From an optimization exercise on the open Yosys and OpenROAD flow, aimed at small area and a short achievable clock period; shortcuts taken in it are not production practice. Function was checked by simulation only, so behaviour that the tests miss may differ from the original. The clock cells of runs 4 to 6 come from the design's own scripts or RTL, not from TritonCTS. The clock input has no modelled driver; a real chip could not lean on it and would need a root buffer or a full tree.

==> design/flow/design.v <==
`default_nettype none
module markFold(input logic [31:0] x, output logic [7:0] y);
	logic a_1;
	logic a_2;
	logic a_3;
	logic a_4;
	logic a_5;
	logic a_6;
	logic a_7;
	logic a_8;
	logic a_9;
	logic a_10;
	logic a_11;
	logic a_12;
	logic a_13;
	logic a_14;
	logic a_15;
	logic a_16;
	logic a_17;
	logic a_18;
	logic a_19;
	logic a_20;
	logic a_21;
	logic a_22;
	logic a_23;
	logic a_24;
	logic a_25;
	logic a_26;
	logic a_27;
	logic a_28;
	logic a_29;
	logic a_30;
	logic a_31;
	logic a_32;
	logic a_33;
	logic a_34;
	logic a_35;
	logic a_36;
	logic a_37;
	logic a_38;
	logic a_39;
	logic a_40;
	logic a_41;
	logic a_42;
	logic a_43;
	logic a_44;
	logic a_45;
	logic a_46;
	logic a_47;
	logic a_48;
	logic a_49;
	logic a_50;
	logic a_51;
	logic a_52;
	logic a_53;
	logic a_54;
	logic a_55;
	logic a_56;
	logic a_57;
	logic a_58;
	logic a_59;
	logic a_60;
	logic a_61;
	logic a_62;
	logic a_63;
	logic a_64;
	logic a_65;
	logic a_66;
	logic a_67;
	logic a_68;
	logic a_69;
	logic a_70;
	logic a_71;
	logic a_72;
	logic a_73;
	logic a_74;
	logic a_75;
	logic a_76;
	logic a_77;
	logic a_78;
	logic a_79;
	logic a_80;
	logic a_81;
	logic a_82;
	logic a_83;
	logic a_84;
	logic a_85;
	logic a_86;
	logic a_87;
	assign a_1 = x[26] ^ x[18] ^ x[16];
	assign a_2 = (x[26] & x[18]) | (x[26] & x[16]) | (x[18] & x[16]);
	assign a_3 = x[15] ^ x[8] ^ x[0];
	assign a_4 = (x[15] & x[8]) | (x[15] & x[0]) | (x[8] & x[0]);
	assign a_5 = x[27] ^ x[25] ^ x[24];
	assign a_6 = (x[27] & x[25]) | (x[27] & x[24]) | (x[25] & x[24]);
	assign a_7 = x[17] ^ x[9] ^ x[7];
	assign a_8 = (x[17] & x[9]) | (x[17] & x[7]) | (x[9] & x[7]);
	assign a_9 = x[23] ^ x[19] ^ x[5];
	assign a_10 = (x[23] & x[19]) | (x[23] & x[5]) | (x[19] & x[5]);
	assign a_11 = x[28] ^ x[14] ^ x[10];
	assign a_12 = (x[28] & x[14]) | (x[28] & x[10]) | (x[14] & x[10]);
	assign a_13 = x[20] ^ x[16] ^ x[2];
	assign a_14 = (x[20] & x[16]) | (x[20] & x[2]) | (x[16] & x[2]);
	assign a_15 = x[29] ^ x[25] ^ x[11];
	assign a_16 = (x[29] & x[25]) | (x[29] & x[11]) | (x[25] & x[11]);
	assign a_17 = x[26] ^ x[24] ^ x[21];
	assign a_18 = (x[26] & x[24]) | (x[26] & x[21]) | (x[24] & x[21]);
	assign a_19 = x[14] ^ x[8] ^ x[6];
	assign a_20 = (x[14] & x[8]) | (x[14] & x[6]) | (x[8] & x[6]);
	assign a_21 = x[30] ^ x[23] ^ x[17];
	assign a_22 = (x[30] & x[23]) | (x[30] & x[17]) | (x[23] & x[17]);
	assign a_23 = x[15] ^ x[12] ^ x[5];
	assign a_24 = (x[15] & x[12]) | (x[15] & x[5]) | (x[12] & x[5]);
	assign a_25 = ~x[22];
	assign a_26 = x[31] ^ x[13] ^ a_25;
	assign a_27 = (x[31] & x[13]) | (x[31] & a_25) | (x[13] & a_25);
	assign a_28 = x[6] ^ a_7 ^ a_5;
	assign a_29 = (x[6] & a_7) | (x[6] & a_5) | (a_7 & a_5);
	assign a_30 = x[1] ^ a_9 ^ a_4;
	assign a_31 = (x[1] & a_9) | (x[1] & a_4) | (a_9 & a_4);
	assign a_32 = a_11 ^ a_8 ^ a_6;
	assign a_33 = (a_11 & a_8) | (a_11 & a_6) | (a_8 & a_6);
	assign a_34 = x[7] ^ a_15 ^ a_12;
	assign a_35 = (x[7] & a_15) | (x[7] & a_12) | (a_15 & a_12);
	assign a_36 = x[3] ^ a_19 ^ a_17;
	assign a_37 = (x[3] & a_19) | (x[3] & a_17) | (a_19 & a_17);
	assign a_38 = a_23 ^ a_21 ^ a_16;
	assign a_39 = (a_23 & a_21) | (a_23 & a_16) | (a_21 & a_16);
	assign a_40 = x[4] ^ a_20 ^ a_18;
	assign a_41 = (x[4] & a_20) | (x[4] & a_18) | (a_20 & a_18);
	assign a_42 = a_26 ^ a_24 ^ a_22;
	assign a_43 = (a_26 & a_24) | (a_26 & a_22) | (a_24 & a_22);
	assign a_44 = ~a_28;
	assign a_45 = a_44 ^ a_3 ^ a_1;
	assign a_46 = (a_44 & a_3) | (a_44 & a_1) | (a_3 & a_1);
	assign a_47 = ~a_2;
	assign a_48 = a_32 ^ a_29 ^ a_47;
	assign a_49 = (a_32 & a_29) | (a_32 & a_47) | (a_29 & a_47);
	assign a_50 = a_13 ^ a_10 ^ a_31;
	assign a_51 = (a_13 & a_10) | (a_13 & a_31) | (a_10 & a_31);
	assign a_52 = ~a_14;
	assign a_53 = a_38 ^ a_35 ^ a_52;
	assign a_54 = (a_38 & a_35) | (a_38 & a_52) | (a_35 & a_52);
	assign a_55 = ~a_40;
	assign a_56 = a_42 ^ a_39 ^ a_55;
	assign a_57 = (a_42 & a_39) | (a_42 & a_55) | (a_39 & a_55);
	assign a_58 = ~a_41;
	assign a_59 = a_27 ^ a_43 ^ a_58;
	assign a_60 = (a_27 & a_43) | (a_27 & a_58) | (a_43 & a_58);
	assign a_61 = ~a_48;
	assign a_62 = a_61 ^ a_30 ^ a_46;
	assign a_63 = (a_61 & a_30) | (a_61 & a_46) | (a_30 & a_46);
	assign a_64 = a_34 ^ a_33 ^ a_49;
	assign a_65 = (a_34 & a_33) | (a_34 & a_49) | (a_33 & a_49);
	assign a_66 = ~a_53;
	assign a_67 = a_66 ^ a_36 ^ a_51;
	assign a_68 = (a_66 & a_36) | (a_66 & a_51) | (a_36 & a_51);
	assign a_69 = ~a_37;
	assign a_70 = a_56 ^ a_54 ^ a_69;
	assign a_71 = (a_56 & a_54) | (a_56 & a_69) | (a_54 & a_69);
	assign a_72 = ~a_64;
	assign a_73 = a_72 ^ a_50 ^ a_63;
	assign a_74 = (a_72 & a_50) | (a_72 & a_63) | (a_50 & a_63);
	assign a_75 = a_59 ^ a_57 ^ a_71;
	assign a_76 = (a_59 & a_57) | (a_59 & a_71) | (a_57 & a_71);
	assign a_77 = ~a_65;
	assign a_78 = a_77 ^ a_67 ^ a_74;
	assign a_79 = (a_77 & a_67) | (a_77 & a_74) | (a_67 & a_74);
	assign a_80 = ~a_70;
	assign a_81 = a_80 ^ a_68 ^ a_79;
	assign a_82 = (a_80 & a_68) | (a_80 & a_79) | (a_68 & a_79);
	assign a_83 = a_82 ^ a_75;
	assign a_84 = a_82 & ~a_75;
	assign a_85 = ~a_84;
	assign a_86 = a_76 ^ a_60 ^ a_85;
	assign a_87 = (a_76 & a_60) | (a_76 & a_85) | (a_60 & a_85);
	assign y = {a_87, a_86, a_83, a_81, a_78, a_73, a_62, a_45};
endmodule
module markTable(input logic [7:0] y, output logic [4:0] r);
	logic b_1;
	logic b_2;
	logic b_3;
	logic b_4;
	logic b_5;
	logic b_6;
	logic b_7;
	logic b_8;
	logic b_9;
	logic b_10;
	logic b_11;
	logic b_12;
	logic b_13;
	logic b_14;
	assign b_1 = y[7] ^ y[6] ^ y[0];
	assign b_2 = (y[7] & y[6]) | (y[7] & y[0]) | (y[6] & y[0]);
	assign b_3 = ~y[6];
	assign b_4 = b_3 ^ y[5] ^ y[3];
	assign b_5 = (b_3 & y[5]) | (b_3 & y[3]) | (y[5] & y[3]);
	assign b_6 = ~y[5];
	assign b_7 = b_6 ^ y[1] ^ b_2;
	assign b_8 = (b_6 & y[1]) | (b_6 & b_2) | (y[1] & b_2);
	assign b_9 = y[7] ^ y[2] ^ b_8;
	assign b_10 = (y[7] & y[2]) | (y[7] & b_8) | (y[2] & b_8);
	assign b_11 = b_10 ^ b_4;
	assign b_12 = b_10 & b_4;
	assign b_13 = b_5 ^ y[4] ^ b_12;
	assign b_14 = (b_5 & y[4]) | (b_5 & b_12) | (y[4] & b_12);
	logic [5:0] b_v;
	assign b_v = {b_14, b_13, b_11, b_9, b_7, b_1};
	always_comb begin
		case (b_v)
			6'd0: r = 5'd10;
			6'd1: r = 5'd11;
			6'd2: r = 5'd12;
			6'd3: r = 5'd13;
			6'd4: r = 5'd14;
			6'd5: r = 5'd15;
			6'd6: r = 5'd16;
			6'd7: r = 5'd17;
			6'd8: r = 5'd18;
			6'd9: r = 5'd0;
			6'd10: r = 5'd1;
			6'd11: r = 5'd2;
			6'd12: r = 5'd3;
			6'd13: r = 5'd4;
			6'd14: r = 5'd5;
			6'd15: r = 5'd6;
			6'd16: r = 5'd7;
			6'd17: r = 5'd8;
			6'd18: r = 5'd9;
			6'd19: r = 5'd10;
			6'd20: r = 5'd11;
			6'd21: r = 5'd12;
			6'd22: r = 5'd13;
			6'd23: r = 5'd14;
			6'd24: r = 5'd15;
			6'd25: r = 5'd16;
			6'd26: r = 5'd17;
			6'd27: r = 5'd18;
			6'd28: r = 5'd0;
			6'd29: r = 5'd1;
			6'd30: r = 5'd2;
			6'd31: r = 5'd3;
			6'd32: r = 5'd4;
			6'd33: r = 5'd5;
			6'd34: r = 5'd6;
			6'd35: r = 5'd7;
			6'd36: r = 5'd8;
			6'd37: r = 5'd9;
			6'd38: r = 5'd10;
			6'd39: r = 5'd11;
			6'd40: r = 5'd12;
			6'd41: r = 5'd13;
			6'd42: r = 5'd14;
			6'd43: r = 5'd15;
			6'd44: r = 5'd16;
			6'd45: r = 5'd17;
			6'd46: r = 5'd18;
			6'd47: r = 5'd0;
			6'd48: r = 5'd1;
			6'd49: r = 5'd2;
			6'd50: r = 5'd3;
			6'd51: r = 5'd4;
			6'd52: r = 5'd5;
			6'd53: r = 5'd6;
			6'd54: r = 5'd7;
			6'd55: r = 5'd8;
			6'd56: r = 5'd9;
			6'd57: r = 5'd10;
			6'd58: r = 5'd11;
			6'd59: r = 5'd12;
			6'd60: r = 5'd13;
			6'd61: r = 5'd14;
			6'd62: r = 5'd15;
			6'd63: r = 5'd16;
			default: r = 5'd0;
		endcase
	end
endmodule
`default_nettype wire
`timescale 1ns/1ps
`default_nettype none
module candidateEval (
	input wire logic [4:0] res,
	input wire logic [19:1] nat,
	input wire logic [19:1] cum,
	output logic [19:1] dists,    
	output logic [19:1] markBit,  
	output logic fits
);
	logic [19:0] natFull;
	logic [37:0] spread;
	logic [19:0] below, above;
	assign natFull = {nat, 1'b1};
	always_comb begin
		spread = res[4] ? ({natFull, 18'd0} >> (5'd16 + 5'(res[1:0]))) : ({natFull, 18'd0} >> res[3:0]);
		for (int d = 0; d < 20; d++) begin
			below[d] = spread[19 - d];  
			above[d] = (d < 19) ? spread[19 + d] : 1'b0;  
		end
		dists = below[19:1] | above[19:1];
		fits = !(|(below[9:0] & above[9:0])) && !(|(dists & cum));
		markBit = 19'(1) << res;
	end
endmodule
`default_nettype wire
`timescale 1ns/1ps
`default_nettype none
module dtsState (
	input wire logic clk,
	input wire logic clearSet,    
	input wire logic clearBlock,  
	input wire logic accept,      
	input wire logic keepBlock,   
	input wire logic store,       
	input wire logic [19:1] dists,
	input wire logic [19:1] markBit,
	output logic [19:1] nat,
	output logic [19:1] cum,
	output logic [19:1] store0
);
	logic [19:1] spec;  
	logic [19:1] bsc;   
	always_ff @(posedge clk) begin
		nat <= (clearSet || clearBlock) ? '0 : (nat | (accept ? markBit : '0));
		spec <= (clearSet || clearBlock) ? '0 : (spec | (accept ? dists : '0));
		bsc <= clearSet ? '0 : (bsc | (keepBlock ? spec : '0));
		if (store) store0 <= nat;
	end
	assign cum = spec | bsc;
endmodule
`default_nettype wire
`timescale 1ns/1ps
`default_nettype none
module searchCtrl (
	input wire logic clk,
	input wire logic reset,
	input wire logic anotherOne,
	input wire logic fits,
	output logic resetQ,      
	output logic newSet,      
	output logic clearBlock,  
	output logic keepBlock,   
	output logic accept,      
	output logic store,       
	output logic done
);
	localparam logic [2:0] S_RESET = 3'd0;
	localparam logic [2:0] S_WAIT1 = 3'd1;
	localparam logic [2:0] S_WAIT2 = 3'd2;
	localparam logic [2:0] S_WAIT3 = 3'd3;
	localparam logic [2:0] S_BUILD = 3'd4;
	localparam logic [2:0] S_INSERT = 3'd5;
	localparam logic [2:0] S_FINISH = 3'd6;
	localparam logic [2:0] S_HOLD = 3'd7;
	localparam logic [6:0] BLOCK_LAST = 7'b1110001;
	localparam logic [8:0] SET_LAST = 9'b011001111;
	logic [2:0] state;
	logic flush, secondBlock;
	logic [1:0] j;
	logic [6:0] blockIters;
	logic [8:0] setIters;
	logic [2:0] quiet;  
	logic startBlock, blockOut, setOut, lastMark, build;
	assign newSet = resetQ || (state == S_RESET);
	assign build = !resetQ && (state == S_BUILD);
	assign startBlock = !resetQ && (state == S_WAIT3);
	assign blockOut = build && (blockIters == BLOCK_LAST);
	assign setOut = blockOut && (setIters == SET_LAST);
	assign accept = build && !blockOut && (quiet == 3'd7) && fits && !flush;
	assign lastMark = (j == 2'd2);
	assign clearBlock = startBlock || blockOut;
	assign keepBlock = startBlock;
	assign store = (state == S_INSERT);
	always_ff @(posedge clk) begin
		resetQ <= reset;
	end
	always_ff @(posedge clk) begin
		if (flush) quiet <= 3'd0;
		else if (quiet != 3'd7) quiet <= quiet + 3'd1;
	end
	always_ff @(posedge clk) begin
		flush <= newSet || startBlock || (blockOut && !setOut) || accept;
		if (newSet) begin
			state <= S_WAIT1;
		end else begin
			case (state)
				S_WAIT1: state <= S_WAIT2;
				S_WAIT2: state <= S_WAIT3;
				S_WAIT3: state <= S_BUILD;
				S_BUILD: begin
					if (setOut) state <= S_RESET;
					else if (accept && lastMark) state <= secondBlock ? S_FINISH : S_INSERT;
				end
				S_INSERT: state <= S_WAIT2;
				S_FINISH: state <= S_HOLD;
				S_HOLD: if (anotherOne) state <= S_RESET;
				default: state <= S_RESET;
			endcase
		end
	end
	always_ff @(posedge clk) begin
		if (reset) done <= 1'b0;
		else if (!newSet && state == S_FINISH) done <= 1'b1;
		else if (!newSet && state == S_HOLD && anotherOne) done <= 1'b0;
	end
	always_ff @(posedge clk) begin
		if (newSet) secondBlock <= 1'b0;
		else if (state == S_INSERT) secondBlock <= 1'b1;
	end
	always_ff @(posedge clk) begin
		if (newSet || clearBlock) blockIters <= '0;
		else blockIters <= {blockIters[5:0], !(blockIters[6] ^ blockIters[5])};
	end
	always_ff @(posedge clk) begin
		if (newSet) setIters <= '0;
		else if (blockOut) setIters <= {setIters[7:0], !(setIters[8] ^ setIters[4])};
	end
	always_ff @(posedge clk) begin
		if (newSet || clearBlock) j <= '0;
		else if (accept) j <= j + 2'd1;
	end
endmodule
`default_nettype wire
`timescale 1ns/1ps
`default_nettype none
module dtsWorker (
	input wire logic clk,
	input wire logic reset,
	input wire logic anotherOne,
	output logic [39:0] natRuler,
	output logic done
);
	localparam logic [31:0] SEED_NEXT = 32'h7bd03ff6;
	logic resetQ, newSet, clearBlock, keepBlock, accept, store, fits;
	logic [31:0] xs;
	logic [31:0] xsNext;
	logic [7:0] fold, foldQ;
	logic [4:0] res, resQ;  
	logic [19:1] nat, cum, store0, dists, markBit;
	always_comb begin
		xsNext = xs ^ (xs << 13);
		xsNext = xsNext ^ (xsNext >> 17);
		xsNext = xsNext ^ (xsNext << 5);
	end
	always_ff @(posedge clk) begin
		xs <= resetQ ? SEED_NEXT : xsNext;
		foldQ <= fold;
		resQ <= res;
	end
	markFold markFold_i (.x(xs), .y(fold));
	markTable markTable_i (.y(foldQ), .r(res));
	candidateEval candidateEval_i (
		.res(resQ), .nat(nat), .cum(cum), .dists(dists), .markBit(markBit), .fits(fits)
	);
	searchCtrl searchCtrl_i (
		.clk(clk), .reset(reset), .anotherOne(anotherOne), .fits(fits),
		.resetQ(resetQ), .newSet(newSet), .clearBlock(clearBlock), .keepBlock(keepBlock),
		.accept(accept), .store(store), .done(done)
	);
	dtsState dtsState_i (
		.clk(clk), .clearSet(newSet), .clearBlock(clearBlock), .accept(accept),
		.keepBlock(keepBlock), .store(store), .dists(dists), .markBit(markBit),
		.nat(nat), .cum(cum), .store0(store0)
	);
	assign natRuler = {nat, 1'b1, store0, 1'b1};
endmodule
`default_nettype wire
==> design/flow/flow/run.sh <==
#!/bin/bash
# The standard layout with three changes: the port buffers are buf_2
# instead of the flow's default pick (a slow delay buffer), the clock tree
# uses clkbuf_8 without dummy loads, and timing repair keeps a setup margin
# so that it also works on the few paths that set the achieved period.
# Every port still gets a buffer; the constraints and the clock period are
# the standard flow's.
set -euo pipefail
export BUFFER_PORTS_ARGS="-buffer_cell sky130_fd_sc_hd__buf_2"
export CTS_ARGS="-sink_clustering_enable -repair_clock_nets -sink_clustering_size 40 -sink_clustering_max_diameter 100 -buf_list sky130_fd_sc_hd__clkbuf_8 -dont_use_dummy_load"
export SETUP_SLACK_MARGIN=18.15
bash standard.sh > standard_flow.log 2>&1
==> design/flow/standard.sh <==
#!/bin/bash
# synth_recipe.tcl (not shown) runs the flow's synth.tcl, then flattens the netlist and writes it again
# the make line also repeats each setting of config.mk as NAME=value (left out here)
make -C /OpenROAD-flow-scripts/flow DESIGN_CONFIG=/design/flow/config.mk WORK_HOME=/design/flow/orfs CLKGATE_MAP_FILE= SYNTH_SCRIPT=/design/flow/synth_recipe.tcl "${@:-finish}"
==> design/flow/config.mk <==
export PLATFORM = sky130hd
export DESIGN_NAME = dtsWorker
export DESIGN_NICKNAME = dtsWorker
export VERILOG_FILES = /design/flow/design.v
export SDC_FILE = /design/flow/constraint.sdc
export NUM_CORES = 4
export LEC_CHECK = 0
export ABC_AREA = 1
export CAP_MARGIN = 20
export CORE_MARGIN = 2
export CORE_UTILIZATION = 40
export PLACE_DENSITY = 0.6
export SLEW_MARGIN = 20
==> design/flow/constraint.sdc <==
create_clock -name core_clock -period 24.0 [get_ports {clk}]
set_input_delay 4.8000 -clock core_clock [delete_from_list [all_inputs] [get_ports {clk}]]
set_output_delay 4.8000 -clock core_clock [all_outputs]
set_load 0.01 [all_outputs]
==> summary.txt, run 1 <==
Final #Nets = 1223
Via-per-instance ratio = 4.953
CTS H-tree lvls = 4
Area Overhead vs Synth = 6.897%
Most frequently used cell type in the post-synthesis netlist = nand2_1
Post-route clock skew = 0.02637 ns
Area share of the largest cell type after synthesis = 30.46%
DP Wirelength = 15360 µm
DIE WIDTH = 150.2 µm
Clock Path Buffers = 2
Count of flip-flops with a built-in enable after synthesis = 19
Chip height = 150.2 µm
Die Outline Area = 22550 µm²
Kind of critical path = flop to output pin
Grt ovf = 0
Root buffer cell = clkbuf_8
Starting density of the core = 40.65%
Number of core rows = 53
Max-slew violation total from the final report = 0
Clock-pin slew on the worst setup and hold paths = 0.08 ns
Pin count of the biggest net entering global routing = 48
Synthesized instance count = 1143
Routability congestion estimate = 0.9447
Wire length of the first global-routing pass = 33370 µm
IO Pins = 44
Count of input and output buffers = 41
Worst rel slew slack = 47.13%
Slew @ Worst Pin = 0.7922 ns
Routed wire per std cell = 14.47 µm
Fraction of layout cells with a size suffix above 1 = 9.356%
CP startpoint kind = flop
Max Freq = 172.6 MHz
Largest area contributor in the netlist = dfxtp_1
RSZ-0062 raised after global routing = no
Core Area = 21020 µm²
Gate family responsible for the most delay along the worst path = flip-flops
Number of antenna violations at the first check in global routing = 0
Leading register cell type out of synthesis = dfxtp_1
Post-route antenna net violation count = 0
Crit-path cells = buf_2
Slowest library cell on the worst path = dfxtp_1
Highest net fanout along the worst path = 4
Number of setup violations in the final report = 0
Setup Total Neg Slack = 0 ns
Portion of the clock cycle consumed by the worst path in the final layout = 24.15%
Fraction of synthesis flops using an asynchronous set or reset pin = 0%
Hold Crit Class = flop to flop
Number of maximum-capacitance constraint violations = 0
Setup Slack @ Placement = 18.45 ns
Hold_buf cts = 0
Arrival @ worst endpoint = 1.00 ns
Clock latency of the later-clocked register in the worst-skew pair = 0.46 ns
Mean instance size in the synthesized netlist = 7.475 µm²
Critical path buffer and inverter count = 1
TritonCTS clock tree = built
Detailed-router iteration count before antenna repair = 5
Aggregate routed wire length = 20840 µm
Post-route minimum period = 5.795 ns
Ant diodes = 0
DR iter-0 viols = 442
Finished Cell Area = 9134 µm²
Synthesized cell area = 8544 µm²
Synth Register Bits = 149
Global Route Usage Sum = 19.21%
Detailed-route DRC error count = 0
Count of clock tree sinks = 149
Hold violation total from the final report = 0
Required arrival time at the worst endpoint = 19.20 ns
Number of global-route vias before repair = 6625
Sequential-to-total area share from yosys stat = 37.14%
Run status = complete, no violations
Top post-synthesis cells by area = dfxtp_1 (30%), nand2_1 (11%), fa_1 (9.6%)
Number of fill cells = 2164
Most frequent cells after synthesis = nand2_1 (256), inv_1 (174), dfxtp_1 (130)
DR vias = 7133
Type of element capturing the critical path = output pin
Number of warnings issued by yosys = 5
Worst Setup Slack, final = 18.20 ns
Number of unique standard cell types used by synthesis = 44
Largest stage delay on the critical path = 0.39 ns
CTS buffer count = 17
Placed cell areas = 8864 µm²
==> routing by layer <==
layer	share of wire [%]	vias to the layer above	GRT usage [%]	wire (µm)
met5	0	-	0	0
met4	3.0	0	8.255	622
met3	5.3	39	4.242	1098
met2	45	178	29.79	9342
met1	47	3285	25.81	9779
li1	-	3631	-	-
==> per-stage QoR <==
stage / utilization [%] / std cells / hold slack (ns)
finish: 43.45 / 1440 / 0.4282
CTS: 43.32 / 1438 / 0.4313
detailed placement: 42.16 / 1421 / 0.4181
floorplan: - / 1144 / 0.4084
global placement: 42.16 / 1421 / 0.4139
global route: 43.45 / 1440 / 0.4420
==> repair_timing <==
action                                  CTS  global route
buffers inserted                          0             2
gates resized for setup                   7             9
endpoints found under the setup margin    6            10
pin swaps                                 0             0
==> sequential cells by signal, indices dropped and copies added, names as in the netlist, 5 cells and up <==
name	count
dtsState_i.bsc	19
xs	32
resQ	5
foldQ	8
searchCtrl_i.blockIters	7
dtsState_i.spec	19
dtsState_i.nat	19
searchCtrl_i.setIters	9
dtsState_i.store0	19
==> layout make-up <==
| type | instances | area [µm²] | area share, % |
|---|---|---|---|
| inverter | 179 | 675.6 | 7.397 |
| tap | 275 | 344.1 | 3.767 |
| multi-input combinational | 771 | 4420 | 48.40 |
| clock buffer | 17 | 234.0 | 2.562 |
| sequential | 149 | 3194 | 34.97 |
| timing repair buffer | 49 | 265.3 | 2.904 |
==> worst register-to-register path, cell delays in order (launching register included) <==
cell and delay [ns]:
dfxtp_1 0.45, inv_1 0.09, fa_1 0.49, fa_1 0.55, inv_1 0.05, fa_1 0.43
fa_1 0.43, inv_1 0.09, fa_1 0.16, inv_1 0.05, fa_1 0.38, fa_1 0.36
inv_1 0.06, ha_1 0.14, inv_1 0.04, fa_1 0.42
==> cells by family after synthesis <==
kind of cell	share of synthesized area, %
and+or+nand+nor	25.68
buffers and inverters	11.25
AOI/OAI and AO/OA	10.22
DFF	37.14
adders and majority gates	11.36
xor gates and xnor gates	4.305
other	0.04389
==> cell usage in the layout, fill, tap and decap left out, types with 2 or more instances in the layout <==
cell / instances
or2_2: 5
o21ai_1: 5
nor2_1: 95
o21ai_0: 51
nand3_1: 123
conb_1: 2
nand2_2: 4
dfxtp_1: 115
fa_1: 41
xnor2_1: 26
o211ai_1: 3
a32o_1: 2
o22ai_1: 2
buf_4: 8
nor3_1: 5
inv_2: 3
a21oi_1: 87
nor2_2: 4
a31oi_1: 2
nand2_1: 256
a21oi_2: 2
xor2_1: 16
buf_2: 41
edfxtp_1: 19
nand4_1: 7
ha_1: 12
clkbuf_8: 17
a211oi_1: 2
inv_1: 174
nand3_2: 4
o21a_1: 6
dfxtp_2: 14
==> worst paths after layout <==
kind,to,slack [ns],cells after the start,start
hold reg to reg,searchCtrl_i.blockIters[2],0.43,2,searchCtrl_i.blockIters[1]
setup reg to reg,foldQ[6],19.70,15,xs[14]
hold / removal,searchCtrl_i.blockIters[2],0.43,2,searchCtrl_i.blockIters[1]
setup / recovery,natRuler[22],18.20,1,dtsState_i.nat[2]
==> run 2: changes to the inputs <==
--- a/design/flow/config.mk
+++ b/design/flow/config.mk
@@ -9,5 +9,5 @@
 export CAP_MARGIN = 20
 export CORE_MARGIN = 2
-export CORE_UTILIZATION = 40
-export PLACE_DENSITY = 0.6
+export CORE_UTILIZATION = 65
+export PLACE_DENSITY = 0.75
 export SLEW_MARGIN = 20
==> summary.txt, run 2 <==
Number of antenna violations at the first check in global routing = 0 (unchanged)
Most frequently used cell type in the post-synthesis netlist = nand2_1
Number of warnings issued by yosys = 5 (unchanged)
Post-CTS Setup Inserts = 0 (unchanged)
Slowest library cell on the worst path = dfxtp_2
CTS H-tree lvls = 4 (unchanged)
Chip height = 118.7 µm (-21%)
Clock latency of the later-clocked register in the worst-skew pair = 0.45 ns (about the same)
Wire length of the first global-routing pass = 32570 µm (-2.4%)
Type of element capturing the critical path = output pin
Highest net fanout along the worst path = 7 (+3)
Top post-synthesis cells by area = dfxtp_1 (30%), nand2_1 (11%), fa_1 (9.6%)
Run status = complete, no violations
Worst rel slew slack = 45.88% (-1.2 points)
RSZ-0062 raised after global routing = no
Detailed-route DRC error count = 0 (unchanged)
Hold violation total from the final report = 0 (unchanged)
Hold Crit Class = flop to flop
Fraction of layout cells with a size suffix above 1 = 8.527% (-0.83 points)
IO Pins = 44 (unchanged)
Largest stage delay on the critical path = 0.40 ns (about the same)
Hold Slack = 0.4284 ns (+0.0001600 ns)
Critical path buffer and inverter count = 1 (unchanged)
Starting density of the core = 67.16% (+27 points)
DR iter-0 viols = 775 (+75%)
Pin count of the biggest net entering global routing = 48 (unchanged)
CTS buffer count = 17 (unchanged)
Routability congestion estimate = 0.9817 (+3.9%)
Number of core rows = 41 (-23%)
DP Wirelength = 14530 µm (-5.4%)
Leading register cell type out of synthesis = dfxtp_1
Placed cell areas = 8725 µm² (-1.6%)
Number of maximum-capacitance constraint violations = 0 (unchanged)
Gate family responsible for the most delay along the worst path = flip-flops
Grt ovf = 0 (unchanged)
Largest area contributor in the netlist = dfxtp_1
Mean instance size in the synthesized netlist = 7.475 µm² (unchanged)
Count of flip-flops with a built-in enable after synthesis = 19 (unchanged)
Via-per-instance ratio = 5.517 (+11%)
Aggregate routed wire length = 19750 µm (-5.3%)
CP startpoint kind = flop
Top library cells by usage in the layout, fill and taps aside = nand2_1 (256), inv_1 (174), nand3_1 (123), dfxtp_1 (121), nor2_1 (95)
Routed wire per std cell = 14.81 µm (+2.3%)
Number of flip-flops under the largest register name = 32 (unchanged)
Kind of critical path = flop to output pin
Post-route minimum period = 5.793 ns (-0.002500 ns)
Area Overhead vs Synth = 4.979%
Clock-pin slew on the worst setup and hold paths = 0.08 ns (about the same)
Final #Nets = 1219 (-0.33%)
Post-route antenna net violation count = 0 (unchanged)
Max-slew violation total from the final report = 0 (unchanged)
Area share of the largest cell type after synthesis = 30.46% (unchanged)
Portion of the clock cycle consumed by the worst path in the final layout = 24.14% (about the same)
Register name with the most flops = xs
Fraction of synthesis flops using an asynchronous set or reset pin = 0% (unchanged)
Synthesized instance count = 1143 (unchanged)
Post-route clock skew = 0.02511 ns (-0.001259 ns)
Count of input and output buffers = 41 (unchanged)
Die Outline Area = 14080 µm² (-38%)
Sequential-to-total area share from yosys stat = 37.14% (unchanged)
Setup Total Neg Slack = 0 ns (unchanged)
Number of global-route vias before repair = 6840 (+3.2%)
Number of unique standard cell types used by synthesis = 44 (unchanged)
Crit-path cells = buf_2
Clock Path Buffers = 2 (unchanged)
Slew @ Worst Pin = 0.8109 ns (+0.01863 ns)
Arrival @ worst endpoint = 0.99 ns (about the same)
Core Area = 12720 µm² (-39%)
DR vias = 7354 (+3.1%)
Root buffer cell = clkbuf_8
Ant diodes = 0 (unchanged)
Most common cell after layout, fill and taps aside = nand2_1
TritonCTS clock tree = built
Count of clock tree sinks = 149 (unchanged)
Most frequent cells after synthesis = nand2_1 (256), inv_1 (174), dfxtp_1 (130)
Finished Cell Area = 8970 µm² (-1.8%)
Number of setup violations in the final report = 0 (unchanged)
Synthesized cell area = 8544 µm² (unchanged)
Global Route Usage Sum = 29.03% (+9.8 points)
Synth Register Bits = 149 (unchanged)
Required arrival time at the worst endpoint = 19.20 ns (about the same)
Detailed-router iteration count before antenna repair = 5 (unchanged)
Max Freq = 172.6 MHz (about the same)
DIE WIDTH = 118.7 µm (-21%)
## run 2: cell counts after synthesis
Identical to the previous run, type by type.
## run 2: what timing repair did
item / in CTS / in global routing
setup endpoints to repair: 2 / 6
resized for setup: 2 / 6
pin swaps: 0 / 0
hold buffers: 0 / 0
## run 2: cells by family after synthesis
| group | after synthesis | synth area share [%] |
|---|---|---|
| xor gates and xnor gates | 42 | 4.305 |
| AOI/OAI and AO/OA | 164 | 10.22 |
| other | 1 | 0.04389 |
| DFF | 149 | 37.14 |
| adders and majority gates | 53 | 11.36 |
| buffers and inverters | 224 | 11.25 |
| and+or+nand+nor | 510 | 25.68 |
## run 2: metal layers
metal | GRT usage [%] | share of wire, %
met3 | 6.612 | 6.7
met1 | 37.78 | 43
met4 | 14.73 | 4.8
met2 | 45.40 | 46
met5 | 0 | 0
## run 2: worst paths after layout
path	start	slack, ns	cells after the start	end
setup / recovery	dtsState_i.nat[19]	18.21	1	natRuler[39]
hold reg to reg	searchCtrl_i.blockIters[2]	0.43	2	searchCtrl_i.blockIters[3]
hold / removal	searchCtrl_i.blockIters[2]	0.43	2	searchCtrl_i.blockIters[3]
setup reg to reg	xs[14]	19.65	15	foldQ[6]
## run 2: final cells by class
type / instances / area (µm²)
repair buffers: 45 / 235.2
fillers: 1101 / 3752
clock buffers: 17 / 234.0
flip-flops and latches: 149 / 3184
inverters: 179 / 675.6
multi-input cells: 771 / 4425
well taps: 172 / 215.2
## run 2: per-stage QoR
step                      utilization [%]  setup WS (ns)  cells
final                               70.51          18.21   1333
after global routing                70.51          18.15   1333
after CTS                           70.44          18.15   1333
after detailed placement            68.58          18.60   1316
after global placement              68.54          18.61   1316
after floorplan                         -          18.78   1144
==> run 3: changes to the inputs <==
--- a/design/flow/flow/run.sh
+++ b/design/flow/flow/run.sh
@@ -8,5 +8,5 @@
 set -euo pipefail
 export BUFFER_PORTS_ARGS="-buffer_cell sky130_fd_sc_hd__buf_2"
-export CTS_ARGS="-sink_clustering_enable -repair_clock_nets -sink_clustering_size 40 -sink_clustering_max_diameter 100 -buf_list sky130_fd_sc_hd__clkbuf_8 -dont_use_dummy_load"
+export CTS_ARGS="-sink_clustering_enable -repair_clock_nets -sink_clustering_size 40 -sink_clustering_max_diameter 100 -buf_list sky130_fd_sc_hd__clkbuf_8 -root_buf sky130_fd_sc_hd__clkbuf_16 -dont_use_dummy_load"
 export SETUP_SLACK_MARGIN=18.15
 bash standard.sh > standard_flow.log 2>&1
--- a/design/flow/config.mk
+++ b/design/flow/config.mk
@@ -9,5 +9,5 @@
 export CAP_MARGIN = 20
 export CORE_MARGIN = 2
-export CORE_UTILIZATION = 65
-export PLACE_DENSITY = 0.75
+export CORE_UTILIZATION = 40
+export PLACE_DENSITY = 0.6
 export SLEW_MARGIN = 20
==> summary.txt, run 3 <==
DP Wirelength = 15360 µm (+5.8%)
Critical path buffer and inverter count = 1 (unchanged)
Chip height = 150.2 µm (+27%)
Core Area = 21020 µm² (+65%)
Clock-pin slew on the worst setup and hold paths = 0.08 ns (about the same)
Type of element capturing the critical path = output pin
Crit-path cells = buf_2
Run status = complete, no violations
Top library cells by usage in the layout, fill and taps aside = nand2_1 (256), inv_1 (174), dfxtp_1 (129), nand3_1 (123), nor2_1 (95)
Max-slew violation total from the final report = 0 (unchanged)
RSZ-0062 raised after global routing = no
Count of flip-flops with a built-in enable after synthesis = 19 (unchanged)
Largest stage delay on the critical path = 0.45 ns (+0.05 ns)
Number of antenna violations at the first check in global routing = 0 (unchanged)
Via-per-instance ratio = 4.930 (-11%)
CP startpoint kind = flop
Hold Crit Class = flop to flop
Post-route clock skew = 0.02732 ns (+0.002214 ns)
CTS buffer count = 17 (unchanged)
Worst rel slew slack = 46.53% (+0.64 points)
DIE WIDTH = 150.2 µm (+27%)
Synthesized instance count = 1143 (unchanged)
Count of input and output buffers = 41 (unchanged)
Largest area contributor in the netlist = dfxtp_1
Synthesized cell area = 8544 µm² (unchanged)
Path depth of the worst reg2reg path = 15 (unchanged)
Area Overhead vs Synth = 6.648%
Root buffer cell = clkbuf_16
Grt ovf = 0 (unchanged)
Slew @ Worst Pin = 0.8012 ns (-0.009626 ns)
Highest net fanout along the worst path = 7 (unchanged)
Required arrival time at the worst endpoint = 19.20 ns (about the same)
Fraction of layout cells with a size suffix above 1 = 7.997% (-0.53 points)
Post-route minimum period = 5.806 ns (+0.01330 ns)
Max Freq = 172.2 MHz (-0.23%)
Top post-synthesis cells by area = dfxtp_1 (30%), nand2_1 (11%), fa_1 (9.6%)
Setup Total Neg Slack = 0 ns (unchanged)
Post-route antenna net violation count = 0 (unchanged)
Arrival @ worst endpoint = 1.01 ns (+0.02 ns)
Number of unique standard cell types used by synthesis = 44 (unchanged)
DR iter-0 viols = 457 (-41%)
Slowest library cell on the worst path = dfxtp_1
Die Outline Area = 22550 µm² (+60%)
Sequential-to-total area share from yosys stat = 37.14% (unchanged)
Hold violation total from the final report = 0 (unchanged)
Number of warnings issued by yosys = 5 (unchanged)
Wire length of the first global-routing pass = 33380 µm (+2.5%)
Hold_buf cts = 0 (unchanged)
Register name with the most flops = xs
Mean instance size in the synthesized netlist = 7.475 µm² (unchanged)
Clock latency of the later-clocked register in the worst-skew pair = 0.38 ns (-0.07 ns)
Leading register cell type out of synthesis = dfxtp_1
TritonCTS clock tree = built
Aggregate routed wire length = 20780 µm (+5.2%)
Portion of the clock cycle consumed by the worst path in the final layout = 24.19% (+0.055 points)
Finished Cell Area = 9112 µm² (+1.6%)
Number of setup violations in the final report = 0 (unchanged)
Most frequent cells after synthesis = nand2_1 (256), inv_1 (174), dfxtp_1 (130)
DR vias = 7089 (-3.6%)
Pin count of the biggest net entering global routing = 48 (unchanged)
Cell count after placement = 1421 (+8.0%)
Most frequently used cell type in the post-synthesis netlist = nand2_1
Detailed-router iteration count before antenna repair = 6 (+1)
Ant diodes = 0 (unchanged)
Post-route non-filler standard cell count = 1438 (+7.9%)
Final #Nets = 1221 (+0.16%)
Clock Path Buffers = 2 (unchanged)
Synth Register Bits = 149 (unchanged)
Number of global-route vias before repair = 6630 (-3.1%)
Starting density of the core = 40.65% (-27 points)
Most common cell after layout, fill and taps aside = nand2_1
Cell depth of the worst hold path = 2 (unchanged)
Detailed-route DRC error count = 0 (unchanged)
Number of flip-flops under the largest register name = 32 (unchanged)
IO Pins = 44 (unchanged)
Number of maximum-capacitance constraint violations = 0 (unchanged)
Count of clock tree sinks = 149 (unchanged)
Global Route Usage Sum = 19.15% (-9.9 points)
Gate family responsible for the most delay along the worst path = flip-flops
Kind of critical path = flop to output pin
Stages on the worst setup path = 1 (unchanged)
CTS H-tree lvls = 4 (unchanged)
Fraction of synthesis flops using an asynchronous set or reset pin = 0% (unchanged)
Routed wire per std cell = 14.45 µm (-2.4%)
Number of core rows = 53 (+29%)
Area share of the largest cell type after synthesis = 30.46% (unchanged)
Placed cell areas = 8864 µm² (+1.6%)
Routability congestion estimate = 0.9447 (-3.8%)
## run 3: worst register-to-register path, delay by kind of cell (launching register included)
| kind | cells | cell delay [ns] |
|---|---|---|
| buffers and inverters | 6 | 0.38 |
| DFF | 1 | 0.45 |
| adders and majority gates | 9 | 3.37 |
## run 3: area by class of cell
type	instances	area [µm²]
Clock buffer	17	245.2
Fill cell	2160	11910
Inverter	179	675.6
Multi-Input combinational cell	771	4420
Sequential cell	149	3177
Tap cell	275	344.1
Timing Repair Buffer	47	250.2
## run 3: path summary, 6_finish.rpt
path	slack (ns)	end	from
max reg2reg	19.70	foldQ[6]	xs[14]
max	18.19	natRuler[39]	dtsState_i.nat[19]
min reg2reg	0.43	searchCtrl_i.blockIters[2]	searchCtrl_i.blockIters[1]
min	0.43	searchCtrl_i.blockIters[2]	searchCtrl_i.blockIters[1]
## run 3: cells by family (layout without fill, tap and decap cells)
kind of cell	count (synthesis)	in the layout	share of synthesized area [%]
compound gates	164	164	10.22
xor+xnor	42	42	4.305
fa+ha+maj	53	53	11.36
buf+inv	224	243	11.25
flops	149	149	37.14
other cells	1	2	0.04389
simple gates	510	510	25.68
## run 3: metal layers
layer,track usage (%),wire length [µm]
met3,3.848,945
met4,7.972,569
met5,0,0
met1,25.71,9860
met2,30.16,9408
## run 3: what timing repair did
action / in CTS / in global routing
gates resized for setup: 1 / 1
setup buffers: 0 / 0
setup endpoints to repair: 1 / 1
## run 3: per-stage QoR
step                      hold slack (ns)  utilization (%)  worst slack, ns
after global routing               0.4418            43.35            18.16
after global placement             0.4139            42.16            18.45
after CTS                          0.4311            43.34            18.18
after floorplan                    0.4084                -            18.78
after detailed placement           0.4181            42.16            18.45
final                              0.4283            43.35            18.19
==> run 4: changes to the inputs <==
==> design/flow/flow/run.sh (replaced) <==
#!/bin/bash
# The standard layout with these changes:
# - the port buffers are buf_2 instead of the flow's default pick (a slow
#   delay buffer); every port still gets a buffer;
# - the clock tree is built by hand in two short levels: the clock port feeds
#   four clkbuf_16, which feed twelve clkbuf_8, each at the centre of the
#   flip-flops it drives (manual_cts.tcl, sourced before the CTS step, which
#   then skips TritonCTS);
# - timing repair keeps a setup margin so that it also works on the few paths
#   that set the achieved period.
# The constraints and the clock period are the standard flow's.
set -euo pipefail
export BUFFER_PORTS_ARGS="-buffer_cell sky130_fd_sc_hd__buf_2"
export PRE_CTS_TCL="$(pwd)/flow/manual_cts.tcl"
export SETUP_SLACK_MARGIN=18.45
bash standard.sh > standard_flow.log 2>&1
==> design/flow/flow/manual_cts.tcl (new file) <==
# Clock distribution in two short levels, built by hand before the CTS step.
# The flip-flops are split by position into NLEAF balanced groups; each group
# gets a leaf clkbuf_8 at its centre. The leaves are split into NTOP balanced
# groups; each gets a clkbuf_16 at its centre, fed straight from the clock
# port (which so drives NTOP cell pins). TritonCTS is then not run for this
# design: clock_tree_synthesis becomes a no-op, and the rest of the CTS step
# (legalisation, timing repair) runs as usual.

set nleaf 12
set ntop 4

# balanced k-means: pts is a list of {x y}; returns {assignment centres}
proc balanced_kmeans {pts k} {
  set n [llength $pts]
  set order [lsort -integer -indices [lmap p $pts {expr {[lindex $p 0] + [lindex $p 1]}}]]
  set cent {}
  for {set i 0} {$i < $k} {incr i} {
    lappend cent [lindex $pts [lindex $order [expr {int(($i + 0.5) * $n / $k)}]]]
  }
  set cap [expr {($n + $k - 1) / $k}]
  for {set iter 0} {$iter < 30} {incr iter} {
    # nearest centre first, at most cap points per centre
    set pairs {}
    set i 0
    foreach p $pts {
      for {set c 0} {$c < $k} {incr c} {
        set q [lindex $cent $c]
        lappend pairs [list [expr {abs([lindex $p 0] - [lindex $q 0]) + abs([lindex $p 1] - [lindex $q 1])}] $i $c]
      }
      incr i
    }
    set asg [lrepeat $n -1]
    set fill [lrepeat $k 0]
    foreach pr [lsort -real -index 0 $pairs] {
      lassign $pr d i c
      if {[lindex $asg $i] < 0 && [lindex $fill $c] < $cap} {
        lset asg $i $c
        lset fill $c [expr {[lindex $fill $c] + 1}]
      }
    }
    set cent {}
    for {set c 0} {$c < $k} {incr c} {
      set sx 0; set sy 0; set cnt 0
      foreach p $pts a $asg {
        if {$a == $c} { set sx [expr {$sx + [lindex $p 0]}]; set sy [expr {$sy + [lindex $p 1]}]; incr cnt }
      }
      lappend cent [list [expr {$sx / max($cnt, 1)}] [expr {$sy / max($cnt, 1)}]]
    }
  }
  return [list $asg $cent]
}

proc place_clock_buffer {block master name x y inNet} {
  set inst [odb::dbInst_create $block $master $name]
  set net [odb::dbNet_create $block "${name}_net"]
  $net setSigType CLOCK
  [$inst findITerm A] connect $inNet
  [$inst findITerm X] connect $net
  $inst setLocation [expr {int($x)}] [expr {int($y)}]
  $inst setPlacementStatus PLACED
  return $net
}

set block [ord::get_db_block]
set db [ord::get_db]
set clkNet [$block findNet clk]
set leafMaster [$db findMaster sky130_fd_sc_hd__clkbuf_8]
set topMaster [$db findMaster sky130_fd_sc_hd__clkbuf_16]

set sinks [$clkNet getITerms]
set pts {}
foreach it $sinks {
  set b [[$it getInst] getBBox]
  lappend pts [list [expr {([$b xMin] + [$b xMax]) / 2}] [expr {([$b yMin] + [$b yMax]) / 2}]]
}
lassign [balanced_kmeans $pts $nleaf] leafAsg leafCent
lassign [balanced_kmeans $leafCent $ntop] topAsg topCent

foreach it $sinks { $it disconnect }
for {set t 0} {$t < $ntop} {incr t} {
  set c [lindex $topCent $t]
  set topNet [place_clock_buffer $block $topMaster "clkbuf_top_$t" [lindex $c 0] [lindex $c 1] $clkNet]
  for {set l 0} {$l < $nleaf} {incr l} {
    if {[lindex $topAsg $l] != $t} continue
    set c [lindex $leafCent $l]
    set leafNet [place_clock_buffer $block $leafMaster "clkbuf_leaf_$l" [lindex $c 0] [lindex $c 1] $topNet]
    set cnt 0
    foreach it $sinks a $leafAsg {
      if {$a == $l} { $it connect $leafNet; incr cnt }
    }
    puts "clock leaf $l under top $t drives $cnt flip-flops"
  }
}

proc clock_tree_synthesis {args} {
  puts "clock_tree_synthesis skipped: the clock buffers were placed by manual_cts.tcl"
}
--- a/design/flow/config.mk
+++ b/design/flow/config.mk
@@ -9,5 +9,5 @@
 export CAP_MARGIN = 20
 export CORE_MARGIN = 2
-export CORE_UTILIZATION = 40
-export PLACE_DENSITY = 0.6
+export CORE_UTILIZATION = 65
+export PLACE_DENSITY = 0.75
 export SLEW_MARGIN = 20
==> summary.txt, run 4 <==
Run status = complete, no violations
Wire length of the first global-routing pass = 32460 µm (-2.7%)
Number of unique standard cell types used by synthesis = 44 (unchanged)
Number of warnings issued by yosys = 5 (unchanged)
Max-slew violation total from the final report = 0 (unchanged)
Aggregate routed wire length = 20210 µm (-2.7%)
Most common cell after layout, fill and taps aside = nand2_1
Stages on the worst setup path = 1 (unchanged)
Highest net fanout along the worst path = 1 (-6)
Placed cell areas = 8725 µm² (-1.6%)
Leading register cell type out of synthesis = dfxtp_1
Area Overhead vs Synth = 9.006%
Util after Layout = 73.21% (+30 points)
Number of maximum-capacitance constraint violations = 0 (unchanged)
Register-to-register setup slack = 19.66 ns (-0.04 ns)
Fraction of layout cells with a size suffix above 1 = 11.02% (+3.0 points)
DIE WIDTH = 118.7 µm (-21%)
RSZ-0062 raised after global routing = yes
Count of flip-flops with a built-in enable after synthesis = 19 (unchanged)
Hold violation total from the final report = 0 (unchanged)
Post-route clock skew = 0.04363 ns (+0.01631 ns)
Sequential-to-total area share from yosys stat = 37.14% (unchanged)
Chip height = 118.7 µm (-21%)
Ant diodes = 0 (unchanged)
Number of antenna violations at the first check in global routing = 0 (unchanged)
Number of setup violations in the final report = 0 (unchanged)
Synth Register Bits = 149 (unchanged)
Global Route Usage Sum = 27.89% (+8.7 points)
IO Pins = 44 (unchanged)
Hold_buf cts = 0 (unchanged)
Hold Slack = 0.4270 ns (-0.001320 ns)
Synthesized cell area = 8544 µm² (unchanged)
Fraction of synthesis flops using an asynchronous set or reset pin = 0% (unchanged)
Largest area contributor in the netlist = dfxtp_1
Detailed-route DRC error count = 0 (unchanged)
Count of input and output buffers = 41 (unchanged)
Number of core rows = 41 (-23%)
Detailed-router iteration count before antenna repair = 5 (-1)
Grt ovf = 0 (unchanged)
Mean instance size in the synthesized netlist = 7.475 µm² (unchanged)
Area share of the largest cell type after synthesis = 30.46% (unchanged)
Via-per-instance ratio = 5.450 (+11%)
Top post-synthesis cells by area = dfxtp_1 (30%), nand2_1 (11%), fa_1 (9.6%)
Most frequently used cell type in the post-synthesis netlist = nand2_1
Clock latency of the later-clocked register in the worst-skew pair = 0.31 ns (-0.07 ns)
Routability congestion estimate = 0.9817 (+3.9%)
Post-route minimum period = 5.665 ns (-0.1411 ns)
Max Freq = 176.5 MHz (+2.5%)
DR vias = 7368 (+3.9%)
Worst rel slew slack = 46.83% (+0.30 points)
DR iter-0 viols = 676 (+48%)
Most frequent cells after synthesis = nand2_1 (256), inv_1 (174), dfxtp_1 (130)
Arrival @ worst endpoint = 0.86 ns (-0.15 ns)
DP Wirelength = 14530 µm (-5.4%)
Top library cells by usage in the layout, fill and taps aside = nand2_1 (256), inv_1 (174), nand3_1 (123), dfxtp_1 (109), nor2_1 (95)
Die Outline Area = 14080 µm² (-38%)
Clock-pin slew on the worst setup and hold paths = 0.10 ns (+0.02 ns)
Synthesized instance count = 1143 (unchanged)
Setup Total Neg Slack = 0 ns (unchanged)
Number of flip-flops under the largest register name = 32 (unchanged)
End point of the critical path = natRuler[9]
Hold Crit Class = flop to flop
Core Area = 12720 µm² (-39%)
Crit-path cells = buf_2
Post-route non-filler standard cell count = 1352 (-6.0%)
Critical path buffer and inverter count = 1 (unchanged)
Slowest library cell on the worst path = edfxtp_1
Kind of critical path = flop to output pin
Largest stage delay on the critical path = 0.40 ns (-0.05 ns)
Cell count after placement = 1316 (-7.4%)
Starting density of the core = 67.16% (+27 points)
Slew @ Worst Pin = 0.7967 ns (-0.004516 ns)
Register name with the most flops = xs
Number of global-route vias before repair = 6824 (+2.9%)
Post-route antenna net violation count = 0 (unchanged)
Path depth of the worst reg2reg path = 15 (unchanged)
Reg2reg start = xs[14]
Pin count of the biggest net entering global routing = 48 (unchanged)
Finished Cell Area = 9314 µm² (+2.2%)
Type of element capturing the critical path = output pin
CP Launch Point = dtsState_i.store0[9]
CP startpoint kind = flop
Final #Nets = 1238 (+1.4%)
Endpoint of the worst register-to-register path = foldQ[6]
Gate family responsible for the most delay along the worst path = flip-flops
Routed wire per std cell = 14.95 µm (+3.4%)
Required arrival time at the worst endpoint = 19.20 ns (about the same)
Portion of the clock cycle consumed by the worst path in the final layout = 23.60% (-0.59 points)
[run 4: cell families (layout without fill, tap and decap cells)]
kind of cell	count (synthesis)	after routing	share of synthesized area [%]
DFF	149	149	37.14
and+or+nand+nor	510	510	25.68
buffers and inverters	224	260	11.25
adders and majority gates	53	53	11.36
other	1	2	0.04389
xor gates and xnor gates	42	42	4.305
AOI/OAI and AO/OA	164	164	10.22
[run 4: worst min path at each step]
stage	from	to	slack, ns	cells past startpoint
final	dtsState_i.nat[4]	dtsState_i.store0[4]	0.43	0
after global routing	dtsState_i.nat[4]	dtsState_i.store0[4]	0.44	0
after CTS	searchCtrl_i.blockIters[1]	searchCtrl_i.blockIters[2]	0.42	2
after detailed placement	searchCtrl_i.blockIters[2]	searchCtrl_i.blockIters[3]	0.42	2
after global placement	searchCtrl_i.blockIters[2]	searchCtrl_i.blockIters[3]	0.41	2
after floorplan	searchCtrl_i.blockIters[1]	searchCtrl_i.blockIters[2]	0.41	2
[run 4: metal layers]
metal | part of all wire [%] | global-route usage [%] | vias to the layer above
li1 | - | - | 3661
met1 | 43 | 37.35 | 3364
met2 | 46 | 45.11 | 269
met3 | 6.4 | 3.571 | 74
met4 | 5.1 | 12.80 | 0
met5 | 0 | 0 | -
[run 4: final cells by class]
class | count | area [µm²]
fillers | 1049 | 3408
flip-flops and latches | 149 | 3234
plain buffers | 16 | 265.3
well taps | 172 | 215.2
multi-input cells | 771 | 4425
repair buffers | 65 | 498.0
inverters | 179 | 675.6
[run 4: through the flow]
stage,setup slack (ns)
floorplan,18.78
global placement,18.61
detailed placement,18.60
CTS,18.60
global route,18.33
finish,18.34
[run 4: repair_timing]
item	4_1_cts	5_1_grt
setup endpoints to repair	0	39
resized for setup	0	53
endpoints found under the hold margin	0	0
setup buffers	0	20
==> run 5: changes to the inputs <==
--- a/design/flow/flow/run.sh
+++ b/design/flow/flow/run.sh
@@ -13,4 +13,4 @@
 export BUFFER_PORTS_ARGS="-buffer_cell sky130_fd_sc_hd__buf_2"
 export PRE_CTS_TCL="$(pwd)/flow/manual_cts.tcl"
-export SETUP_SLACK_MARGIN=18.45
+export SETUP_SLACK_MARGIN=18.35
 bash standard.sh > standard_flow.log 2>&1
==> summary.txt, run 5 <==
Synthesized instance count = 1143 (unchanged)
Grt ovf = 0 (unchanged)
Global Route Usage Sum = 27.89% (unchanged)
Chip height = 118.7 µm (unchanged)
DP Wirelength = 14530 µm (unchanged)
Number of global-route vias before repair = 6824 (unchanged)
Clock-pin slew on the worst setup and hold paths = 0.10 ns (about the same)
Detailed-router iteration count before antenna repair = 7 (+2)
DR vias = 7278 (-1.2%)
Most frequent cells after synthesis = nand2_1 (256), inv_1 (174), dfxtp_1 (130)
Fraction of layout cells with a size suffix above 1 = 9.138% (-1.9 points)
Mean instance size in the synthesized netlist = 7.475 µm² (unchanged)
Critical path buffer and inverter count = 1 (unchanged)
Kind of critical path = flop to output pin
DIE WIDTH = 118.7 µm (unchanged)
Pin count of the biggest net entering global routing = 48 (unchanged)
Number of antenna violations at the first check in global routing = 0 (unchanged)
Slowest library cell on the worst path = dfxtp_2
Wire length of the first global-routing pass = 32460 µm (unchanged)
Post-route minimum period = 5.666 ns (+0.001600 ns)
Worst Setup Slack, final = 18.33 ns (-0.001600 ns)
Worst rel slew slack = 46.39% (-0.44 points)
CP startpoint kind = flop
Crit-path cells = buf_2
Hold Crit Class = flop to flop
Number of maximum-capacitance constraint violations = 0 (unchanged)
Sequential-to-total area share from yosys stat = 37.14% (unchanged)
Leading register cell type out of synthesis = dfxtp_1
Number of setup violations in the final report = 0 (unchanged)
Area share of the largest cell type after synthesis = 30.46% (unchanged)
Slew @ Worst Pin = 0.8033 ns (+0.006544 ns)
Core Area = 12720 µm² (unchanged)
DR iter-0 viols = 763 (+13%)
Hold_buf cts = 0 (unchanged)
Via-per-instance ratio = 5.464 (+0.26%)
Synthesized cell area = 8544 µm² (unchanged)
Type of element capturing the critical path = output pin
Detailed-route DRC error count = 0 (unchanged)
Fraction of synthesis flops using an asynchronous set or reset pin = 0% (unchanged)
Portion of the clock cycle consumed by the worst path in the final layout = 23.61% (about the same)
Largest area contributor in the netlist = dfxtp_1
Largest stage delay on the critical path = 0.40 ns (about the same)
Number of unique standard cell types used by synthesis = 44 (unchanged)
Ant diodes = 0 (unchanged)
Area Overhead vs Synth = 5.579%
Count of input and output buffers = 41 (unchanged)
Aggregate routed wire length = 19810 µm (-2.0%)
Top post-synthesis cells by area = dfxtp_1 (30%), nand2_1 (11%), fa_1 (9.6%)
Gate family responsible for the most delay along the worst path = flip-flops
Post-route antenna net violation count = 0 (unchanged)
Post-route clock skew = 0.04143 ns (-0.002202 ns)
IO Pins = 44 (unchanged)
Routability congestion estimate = 0.9817 (unchanged)
Max Freq = 176.5 MHz (about the same)
Number of warnings issued by yosys = 5 (unchanged)
Most common cell after layout, fill and taps aside = nand2_1
Setup Total Neg Slack = 0 ns (unchanged)
Most frequently used cell type in the post-synthesis netlist = nand2_1
Register name with the most flops = xs
Count of flip-flops with a built-in enable after synthesis = 19 (unchanged)
Number of flip-flops under the largest register name = 32 (unchanged)
Hold violation total from the final report = 0 (unchanged)
Setup Slack @ Placement = 18.60 ns (unchanged)
Routed wire per std cell = 14.87 µm (-0.53%)
Synth Register Bits = 149 (unchanged)
Top library cells by usage in the layout, fill and taps aside = nand2_1 (256), inv_1 (174), nand3_1 (123), dfxtp_1 (113), nor2_1 (95)
Final #Nets = 1218 (-1.6%)
RSZ-0062 raised after global routing = yes
Max-slew violation total from the final report = 0 (unchanged)
Post-route non-filler standard cell count = 1332 (-1.5%)
Die Outline Area = 14080 µm² (unchanged)
Run status = complete, no violations
Required arrival time at the worst endpoint = 19.20 ns (about the same)
Starting density of the core = 67.16% (unchanged)
Number of core rows = 41 (unchanged)
Highest net fanout along the worst path = 5 (+4)
Clock latency of the later-clocked register in the worst-skew pair = 0.30 ns (about the same)
Cell count after placement = 1316 (unchanged)
Arrival @ worst endpoint = 0.87 ns (about the same)
[run 5: path summary, 6_finish.rpt]
| check | from | to | slack (ns) | cells after the start |
|---|---|---|---|---|
| max reg2reg | xs[14] | foldQ[6] | 19.67 | 15 |
| max | dtsState_i.nat[10] | natRuler[30] | 18.33 | 1 |
| min | searchCtrl_i.blockIters[1] | searchCtrl_i.blockIters[2] | 0.43 | 2 |
| min reg2reg | searchCtrl_i.blockIters[1] | searchCtrl_i.blockIters[2] | 0.43 | 2 |
[run 5: cell type report]
| class | count | area, µm² |
|---|---|---|
| Sequential cell | 149 | 3204 |
| Timing Repair Buffer | 45 | 235.2 |
| Multi-Input combinational cell | 771 | 4425 |
| Tap cell | 172 | 215.2 |
| Inverter | 179 | 675.6 |
| Fill cell | 1085 | 3701 |
| Buffer | 16 | 265.3 |
[run 5: what timing repair did]
item | in CTS | in global routing
gates resized for setup | 0 | 20
setup endpoints to repair | 0 | 20
buffers inserted | 0 | 0
[run 5: kinds of logic (layout without fill, tap and decap cells)]
kind of cell | after synthesis | count (layout) | synth area share (%)
AO/OA/AOI/OAI | 164 | 164 | 10.22
XOR/XNOR | 42 | 42 | 4.305
adder cells (fa/ha/maj) | 53 | 53 | 11.36
buffers and inverters | 224 | 240 | 11.25
flip-flops | 149 | 149 | 37.14
other | 1 | 2 | 0.04389
AND/OR/NAND/NOR | 510 | 510 | 25.68
[run 5: routing by layer]
metal / track usage, % / routed length (µm) / vias to the layer above
met1: 37.35 / 8422 / 3315
met2: 45.11 / 8965 / 271
li1: - / - / 3617
met5: 0 / 0 / -
met4: 12.80 / 1053 / 0
met3: 3.571 / 1369 / 75
[run 5: through the flow]
stage / util, % / area [µm²] / hold slack [ns]
4_1_cts: 70.66 / 8990 / 0.4229
6_report: 70.91 / 9021 / 0.4306
2_1_floorplan: - / 8548 / 0.4084
3_5_place_dp: 68.58 / 8725 / 0.4184
5_1_grt: 70.91 / 9021 / 0.4434
3_3_place_gp: 68.54 / 8720 / 0.4144
==> run 6: changes to the inputs <==
--- a/design/flow/config.mk
+++ b/design/flow/config.mk
@@ -9,5 +9,5 @@
 export CAP_MARGIN = 20
 export CORE_MARGIN = 2
-export CORE_UTILIZATION = 65
-export PLACE_DENSITY = 0.75
+export CORE_UTILIZATION = 40
+export PLACE_DENSITY = 0.6
 export SLEW_MARGIN = 20
==> summary.txt, run 6 <==
DP Wirelength = 15360 µm (+5.8%)
Simple logic cell fraction of the synthesized area = 25.68% (unchanged)
Slowest library cell on the worst path = dfxtp_4
Number of unique standard cell types used by synthesis = 44 (unchanged)
Critical path buffer and inverter count = 1 (unchanged)
Routability congestion estimate = 0.9447 (-3.8%)
CP startpoint kind = flop
DIE WIDTH = 150.2 µm (+27%)
Worst rel slew slack = 47.50% (+1.1 points)
Largest area contributor in the netlist = dfxtp_1
Number of setup violations in the final report = 0 (unchanged)
IO Pins = 44 (unchanged)
RSZ-0062 raised after global routing = yes
Type of element capturing the critical path = output pin
Most frequent cells after synthesis = nand2_1 (256), inv_1 (174), dfxtp_1 (130)
Number of gates resized after CTS = 0 (unchanged)
Mean instance size in the synthesized netlist = 7.475 µm² (unchanged)
Top library cells by usage in the layout, fill and taps aside = nand2_1 (256), inv_1 (174), nand3_1 (123), dfxtp_1 (114), nor2_1 (95)
Area share of the largest cell type after synthesis = 30.46% (unchanged)
Required arrival time at the worst endpoint = 19.20 ns (about the same)
Synthesized instance count = 1143 (unchanged)
Mux contribution to synthesized area = 0% (unchanged)
Detailed-route DRC error count = 0 (unchanged)
Aggregate routed wire length = 20830 µm (+5.2%)
Sequential-to-total area share from yosys stat = 37.14% (unchanged)
Clock-pin slew on the worst setup and hold paths = 0.08 ns (-0.02 ns)
Max Freq = 176.1 MHz (-0.24%)
Detailed-router iteration count before antenna repair = 5 (-2)
Setup Total Neg Slack = 0 ns (unchanged)
Max-slew violation total from the final report = 0 (unchanged)
Register name with the most flops = xs
Number of antenna violations at the first check in global routing = 0 (unchanged)
Hold Crit Class = flop to flop
Number of flip-flops under the largest register name = 32 (unchanged)
Synthesized cell area = 8544 µm² (unchanged)
Synth Register Bits = 149 (unchanged)
Area share of fa/ha/maj cells after synthesis = 11.36% (unchanged)
Grt ovf = 0 (unchanged)
Post-CTS Setup Inserts = 0 (unchanged)
Run status = complete, no violations
Count of flip-flops with a built-in enable after synthesis = 19 (unchanged)
Core Area = 21020 µm² (+65%)
Leading register cell type out of synthesis = dfxtp_1
Chip height = 150.2 µm (+27%)
Synth Area in XOR/XNOR = 4.305% (unchanged)
Portion of the clock cycle consumed by the worst path in the final layout = 23.67% (+0.056 points)
Most frequently used cell type in the post-synthesis netlist = nand2_1
Starting density of the core = 40.65% (-27 points)
Fraction of synthesis flops using an asynchronous set or reset pin = 0% (unchanged)
Area Overhead vs Synth = 7.219%
Arrival @ worst endpoint = 0.88 ns (about the same)
Wire length of the first global-routing pass = 33550 µm (+3.3%)
Kind of critical path = flop to output pin
Routed wire per std cell = 14.50 µm (-2.5%)
Largest stage delay on the critical path = 0.42 ns (+0.02 ns)
DR iter-0 viols = 413 (-46%)
Post-route antenna net violation count = 0 (unchanged)
Via-per-instance ratio = 4.961 (-9.2%)
Util after Layout = 43.58% (-27 points)
Post-route clock skew = 0.03717 ns (-0.004261 ns)
Slew @ Worst Pin = 0.7867 ns (-0.01660 ns)
Ant diodes = 0 (unchanged)
Number of core rows = 53 (+29%)
Highest net fanout along the worst path = 5 (unchanged)
Final #Nets = 1220 (+0.16%)
Number of warnings issued by yosys = 5 (unchanged)
DR vias = 7129 (-2.0%)
Gate family responsible for the most delay along the worst path = flip-flops
Die Outline Area = 22550 µm² (+60%)
Complex-gate fraction of the synthesized area = 10.22% (unchanged)
Fraction of layout cells with a size suffix above 1 = 9.208% (+0.070 points)
Global Route Usage Sum = 18.44% (-9.4 points)
Clock latency of the later-clocked register in the worst-skew pair = 0.30 ns (about the same)
Hold violation total from the final report = 0 (unchanged)
Crit-path cells = buf_2
Number of maximum-capacitance constraint violations = 0 (unchanged)
Top post-synthesis cells by area = dfxtp_1 (30%), nand2_1 (11%), fa_1 (9.6%)
Pin count of the biggest net entering global routing = 48 (unchanged)
Hold_buf cts = 0 (unchanged)
Number of global-route vias before repair = 6638 (-2.7%)
Most common cell after layout, fill and taps aside = nand2_1
Post-route minimum period = 5.680 ns (+0.01340 ns)
Largest family of logic cells by synthesized area = simple AND/OR/NAND/NOR gates
Count of input and output buffers = 41 (unchanged)
run 6: cell counts after synthesis:
No cell type changed its count.
run 6: metrics by stage:
stage | std cells | setup slack (ns) | instance area, µm² | hold slack, ns
2_1_floorplan | 1144 | 18.78 | 8548 | 0.4084
3_3_place_gp | 1421 | 18.45 | 8864 | 0.4139
3_5_place_dp | 1421 | 18.45 | 8864 | 0.4181
4_1_cts | 1437 | 18.43 | 9129 | 0.4192
5_1_grt | 1437 | 18.28 | 9161 | 0.4420
6_report | 1437 | 18.32 | 9161 | 0.4283
run 6: routing by layer:
| metal | share of wire, % | GRT usage, % | vias to the layer above |
|---|---|---|---|
| li1 | - | - | 3625 |
| met1 | 47 | 25.79 | 3252 |
| met2 | 44 | 29.77 | 198 |
| met3 | 5.5 | 1.909 | 54 |
| met4 | 3.9 | 6.415 | 0 |
| met5 | 0 | 0 | - |
run 6: area by class of cell:
cell class,instances,area (µm²)
Fill cell,2148,11860
Multi-Input combinational cell,771,4420
Sequential cell,149,3206
Inverter,179,675.6
Tap cell,275,344.1
Buffer,16,265.3
Timing Repair Buffer,47,250.2
run 6: cell families (layout without fill, tap and decap cells):
group                      Yosys count  count (layout)
and+or+nand+nor                    510             510
DFF                                149             149
adders and majority gates           53              53
AOI/OAI and AO/OA                  164             164
buffers and inverters              224             242
other                                1               2
xor gates and xnor gates            42              42
run 6: path summary, 6_finish.rpt:
check                                                start                          to  slack, ns  cells after the start
worst min register to register  searchCtrl_i.blockIters[1]  searchCtrl_i.blockIters[2]       0.43                      2
worst max-delay path                     dtsState_i.nat[4]                natRuler[24]      18.32                      1
worst min-delay path            searchCtrl_i.blockIters[1]  searchCtrl_i.blockIters[2]       0.43                      2
worst max register to register                      xs[14]                    foldQ[6]      19.70                     15

==> afterwards: timing with drivers on the ports <==
The results above use ideal ports. As a check the final layouts listed here were re-extracted and re-timed, cells and wires unchanged. Step 1 (the two cells are an assumption about what drives the block):
set clk [get_ports {clk}]
set_driving_cell -lib_cell sky130_fd_sc_hd__clkbuf_16 $clk
set_driving_cell -lib_cell sky130_fd_sc_hd__buf_2 [delete_from_list [all_inputs] $clk]
Step 2 moves the port delays by t, midway between the first and last clock arrival at a register: inputs arrive t later, outputs are due t later. That takes back most of the time a late clock gives input paths. a / b / c = no drivers / after step 1 / after step 2; a / b = the first two.
run	shift t [ns]	slack for setup (ns)	hold WS [ns]
run 1	0.484	18.205 / 18.163 / 18.612	0.428 / 0.428 / 0.428
run 2	0.471	18.207 / 18.170 / 18.586	0.428 / 0.428 / 0.428
run 3	0.410	18.194 / 18.152 / 18.562	0.428 / 0.428 / 0.428
run 4	0.374	18.335 / 18.245 / 18.569	0.427 / 0.427 / 0.427
run 5	0.371	18.334 / 18.243 / 18.573	0.431 / 0.431 / 0.431
run 6	0.378	18.320 / 18.229 / 18.604	0.428 / 0.428 / 0.428
After both steps setup and hold are still met in every run listed.
